This design comes from an exercise in tuning for small area on the open sky130 flow, not from production work.
Only simulation tests tie the RTL to the original design; equivalence was not proved.
Power and IR drop assume default switching activity.

[design/flow/run.sh]
#!/bin/bash
# synth_recipe.tcl (not shown) runs the flow's synth.tcl, then flattens the netlist and writes it again
# the make line also repeats each setting of config.mk as NAME=value (left out here)
make -C /OpenROAD-flow-scripts/flow DESIGN_CONFIG=/design/flow/config.mk WORK_HOME=/design/flow/orfs CLKGATE_MAP_FILE= SYNTH_SCRIPT=/design/flow/synth_recipe.tcl finish
[design/flow/config.mk]
export PLATFORM = sky130hd
export DESIGN_NAME = msrv32_integer_file
export DESIGN_NICKNAME = msrv32_integer_file
export VERILOG_FILES = /design/flow/design.v
export SDC_FILE = /design/flow/constraint.sdc
export NUM_CORES = 4
export LEC_CHECK = 0
export CAP_MARGIN = 20
export CORE_MARGIN = 2
export CORE_UTILIZATION = 30
export PLACE_DENSITY = 0.45
export SETUP_SLACK_MARGIN = 0.3
export SLEW_MARGIN = 20
[design/flow/constraint.sdc]
create_clock -name core_clock -period 8.0 [get_ports {ms_riscv32_mp_clk_in}]
set_input_delay 1.6000 -clock core_clock [delete_from_list [all_inputs] [get_ports {ms_riscv32_mp_clk_in}]]
set_output_delay 1.6000 -clock core_clock [all_outputs]
set_load 0.01 [all_outputs]
[design/flow/design.v]
package msrv32_integer_file_pkg;
  localparam int XLEN = 32;
  localparam int REG_COUNT = 32;
  localparam int ADDR_W = 5;
  typedef logic [XLEN-1:0] xlen_t;
endpackage
module msrv32_integer_file #(
  parameter int XLEN = msrv32_integer_file_pkg::XLEN,
  parameter int REG_COUNT = msrv32_integer_file_pkg::REG_COUNT,
  parameter int ADDR_W = msrv32_integer_file_pkg::ADDR_W
) (
  input  logic              ms_riscv32_mp_clk_in,
  input  logic              ms_riscv32_mp_rst_in,
  input  logic [ADDR_W-1:0] rs_1_addr_in,
  input  logic [ADDR_W-1:0] rs_2_addr_in,
  input  logic [ADDR_W-1:0] rd_addr_in,
  input  logic              wr_en_in,
  input  logic [XLEN-1:0]   rd_in,
  output logic [XLEN-1:0]   rs_1_out,
  output logic [XLEN-1:0]   rs_2_out
);
  logic [XLEN-1:0] regs_q [REG_COUNT];
  logic [REG_COUNT-1:0] we_d;
  logic wr_ok;
  assign wr_ok = ms_riscv32_mp_rst_in && wr_en_in && rd_addr_in != '0;
  always_comb begin
    we_d = '0;
    for (int i = 1; i < REG_COUNT; i++) we_d[i] = wr_ok && rd_addr_in == ADDR_W'(i);
  end
  always_ff @(posedge ms_riscv32_mp_clk_in or negedge ms_riscv32_mp_rst_in) begin
    if (!ms_riscv32_mp_rst_in)
      for (int i = 0; i < REG_COUNT; i++) regs_q[i] <= '0;
    else
      for (int i = 1; i < REG_COUNT; i++) if (we_d[i]) regs_q[i] <= rd_in;
  end
  assign rs_1_out = !ms_riscv32_mp_rst_in || rs_1_addr_in == '0 ? '0 :
                    wr_ok && rs_1_addr_in == rd_addr_in ? rd_in : regs_q[rs_1_addr_in];
  assign rs_2_out = !ms_riscv32_mp_rst_in || rs_2_addr_in == '0 ? '0 :
                    wr_ok && rs_2_addr_in == rd_addr_in ? rd_in : regs_q[rs_2_addr_in];
endmodule
==> summary.txt <==
Warnings, synthesis: 2
1st-iter DRT viols: 9,425
Final Setup Violations: 0
Routed WL per cell: 47.4 microns
Overall power: 14,400 uW
Seq/Total Area, Yosys: 47.3%
Sw power: 4350 uW
Slew HR: 7.28%
Yosys reg bits: 992
Initial Utilization: 30.2%
Unrepaired setup endpoints after global routing: false
Most flop-heavy register: regs_q
CP max FO: 17
Leak Pwr: 0.0274 uW
CTS sink cnt: 992
FFs w/ async S/R, synth: 100%
Post-synth EDFFs: 0
Post-Synthesis Net Count: 4,591
Core area: 174,000 sq um
# hold bufs at CTS: 0
Max clock buf depth: 3
Worst reg-to-reg path cell count: 1
H-tree levels: 3
Final period util: 91.5%
WL final: 337,000 microns
Pin count of the biggest net entering global routing: 142
Worst Path Buf+Inv: 3
Die W: 422 microns
Via count: 49,400
Post-cts sizing count: 0
Ys flop type: dfrtp_1
Power share of the clock group: 40.9%
Net Sw Frac: 30.3%
Port bufs: 113
Critical-path cell list: buf_4 -> nand2b_1 -> nor2_4 -> a22oi_1 -> nand2_1 -> nor4_1 -> buf_4 -> a31oi_1 -> clkdlybuf4s50_1
First-pass GRT wire length: 445,000 microns
Hold Path Depth: 1
I/O pin cnt: 114
Remaining DRCs: 0
Via density per instance: 6.95
Reg power frac: 45.1%
Die area: 178,000 sq um
Die Height: 422 microns
Cell-internal power: 10,000 uW
CP peak stage delay: 1.16 ns
Setup_tns: 0 ns
Largest area contributor in the netlist: dfrtp_1
Max Slew Vio Count: 0
Number of global-route vias before repair: 46,300
Maximum vdd ir drop: 0.000173 V
CP endpoint kind: output pin
Critical Setup Path Class: primary input to output pin
GR Overflow Total: 0
Status: finished clean
CP most frequent cell: buf_4
Layout cell share with drive strength beyond 1: 35.8%
Worst-Skew Late Latency: 0.81 ns
Final setup margin: 0.680 ns
CTS Buf Count: 116
Fin Clk Skew: 0 ns
Gpl congestion: 1.00
Synth area leaders: dfrtp_1 47%, mux2_2 22%, a22oi_1 7.4%, mux2i_1 2.6%, buf_2 2.0%
Pwr dens: 231 nW/um^2
Antenna-violating nets left: 0
Final hold vios: 0
Critical path depth: 9
Final net count: 4,698
Pre-CTS WS: 0.932 ns
Layout area overhead: 18.4%
CTS tree: yes
DR pass1 iterations: 8
Largest registers: regs_q x992
Avg Cell Area, Syn: 11.6 sq um
Achievable frequency: 137 MHz
Combinational cell fraction of total power: 14.0%
Worst Path Required: 6.40 ns
Initial antenna violation count: 45
Cells after DPL: 6,852
Worst-Margin Slew: 1.38 ns
Non-filler cells, final: 7,110
Top delay family on crit path: simple AND/OR/NAND/NOR gates
Synth cell types: 89
Syn Inst Count: 4,541
Util after Layout: 35.7%
Total of max-cap violations: 0
Synth top area share: 47.3%
Overall routing resource usage: 36.7%
Worst path arrival time: 5.72 ns
Post-CTS setup buffer count: 0
Post-synthesis cell area: 52,500 sq um
Root Driver: clkbuf_16
HP Class: flip-flop to flip-flop
Slowest stage cell on the critical path: nor2_4
Clk slew on worst S/H paths: 0.06 ns
Final HPWL DP: 219,000 microns
Crit start category: primary input
Site Rows: 153
Tmin final: 7.32 ns
Max FFs per register: 992
==> placed cells by master, fill, tap and decap left out, types with 27 or more instances in the layout <==
cell and n:
nand3_1 136, nand2_1 102, mux2i_1 139, clkinv_2 30
nor4_1 45, dfrtp_1 992, clkbuf_16 117, a21oi_1 75
diode_2 40, nor2_1 70, a22o_1 70, clkdlybuf4s50_1 102
o21ai_0 91, nand4_1 101, and3_1 169, o32ai_1 27
nor3_1 54, a22oi_1 518, nor2_4 65, nand3b_1 27
a2111oi_0 49, mux2_2 1006, buf_4 314
==> cells in the mapped netlist, drive strengths merged (4+ instances only) <==
cell,number
o32ai,27
a2111oi,55
a22oi,518
nand2,106
a221o,7
nand2b,24
a21oi,75
buf,264
clkbuf,191
a22o,70
and4,4
nor3b,13
mux2i,139
a32oi,23
o2bb2ai,7
and3,171
a2bb2oi,10
mux2,1014
a31oi,13
o2111ai,4
nand4b,8
xnor2,10
nand3b,29
inv,7
dfrtp,992
o22ai,16
nand3,140
or2,5
nand4,101
or4,7
a222oi,10
a211oi,14
nor2b,19
or3,4
nor2,155
and3b,8
o211ai,4
nor4,47
and2,5
or3b,10
nor3,57
o21ai,92
a221oi,22
==> worst paths after layout <==
check | end | startpoint | slack (ns)
hold / removal | regs_q[1][2]$_DFFE_PN0P_ | regs_q[1][2]$_DFFE_PN0P_ | 0.52
max in group asynchronous | regs_q[24][20]$_DFFE_PN0P_ | ms_riscv32_mp_rst_in | 4.68
setup / recovery | rs_1_out[27] | rs_1_addr_in[4] | 0.68
hold reg to reg | regs_q[1][2]$_DFFE_PN0P_ | regs_q[1][2]$_DFFE_PN0P_ | 0.52
setup reg to reg | regs_q[1][9]$_DFFE_PN0P_ | regs_q[1][9]$_DFFE_PN0P_ | 7.06
min in group asynchronous | regs_q[26][1]$_DFFE_PN0P_ | ms_riscv32_mp_rst_in | 0.64
==> area by class of cell <==
class / count / area, sq um
fillers: 17200 / 112000
multi-input cells: 3087 / 26300
flip-flops and latches: 992 / 24800
repair buffers: 444 / 3930
clock buffers: 153 / 3270
well taps: 2325 / 2910
clock inverters: 62 / 860
diodes: 40 / 100
inverters: 7 / 26.3
==> logic make-up (layout without fill, tap and decap cells) <==
kind of cell / count (synthesis) / count (layout) / synth area share, %
flops: 992 / 992 / 47.3
other cells: 0 / 40 / 0
compound gates: 995 / 995 / 14.1
buf+inv: 462 / 666 / 4.08
xor+xnor: 10 / 10 / 0.167
mux: 1156 / 1156 / 24.5
simple gates: 926 / 926 / 9.85
==> stage by stage <==
step,area (sq um),hold WS (ns)
finish,62200,0.520
floorplan,52500,0.481
CTS,62000,0.519
detailed placement,57900,0.506
global placement,57700,0.494
global route,62100,0.539
==> power groups by stage <==
stage	Clock (uW)	Combinational (uW)	Sequential, uW
6_report	5870	2010	6480
5_1_grt	6100	2070	6500
4_1_cts	5900	1940	6420
3_5_place_dp	0	1940	6500
3_3_place_gp	0	1910	6510
2_1_floorplan	0	1130	6120
==> routing by layer <==
layer	share of wire (%)	vias up	GRT usage, %	wire length (microns)
met5	0.049	-	0	166
met4	8.9	26	27.0	30000
met3	13	1580	14.3	44300
met2	41	4723	51.5	138000
met1	37	25400	45.5	125000
li1	-	17700	-	-

## what the ideal ports hide
In the flow no input, the clock included, has a driving cell. The finished layout below was timed again as built, in two steps.
Step 1 assumes that a clkbuf_16 drives the clock port and a buf_2 every other input.
Step 2 adds t to the input delays and takes it off the output delays; t is the mean of the earliest and latest rising clock arrival at the registers after step 1. Input paths then give back, and output paths get back, about the clock's delay inside the block.
Three values: ideal, step 1, step 2; two values: the first two.
shift t [ns]: 0.873
setup slack, ns: 0.680 / 0.653 / 0.653
hold WS [ns]: 0.520 / 0.520 / 0.520
pins driven straight from the clock port: 1
After both steps setup and hold are still met in this run. The setup slack of this run moves by -0.027 ns with the drivers and by -0.027 ns with both steps.
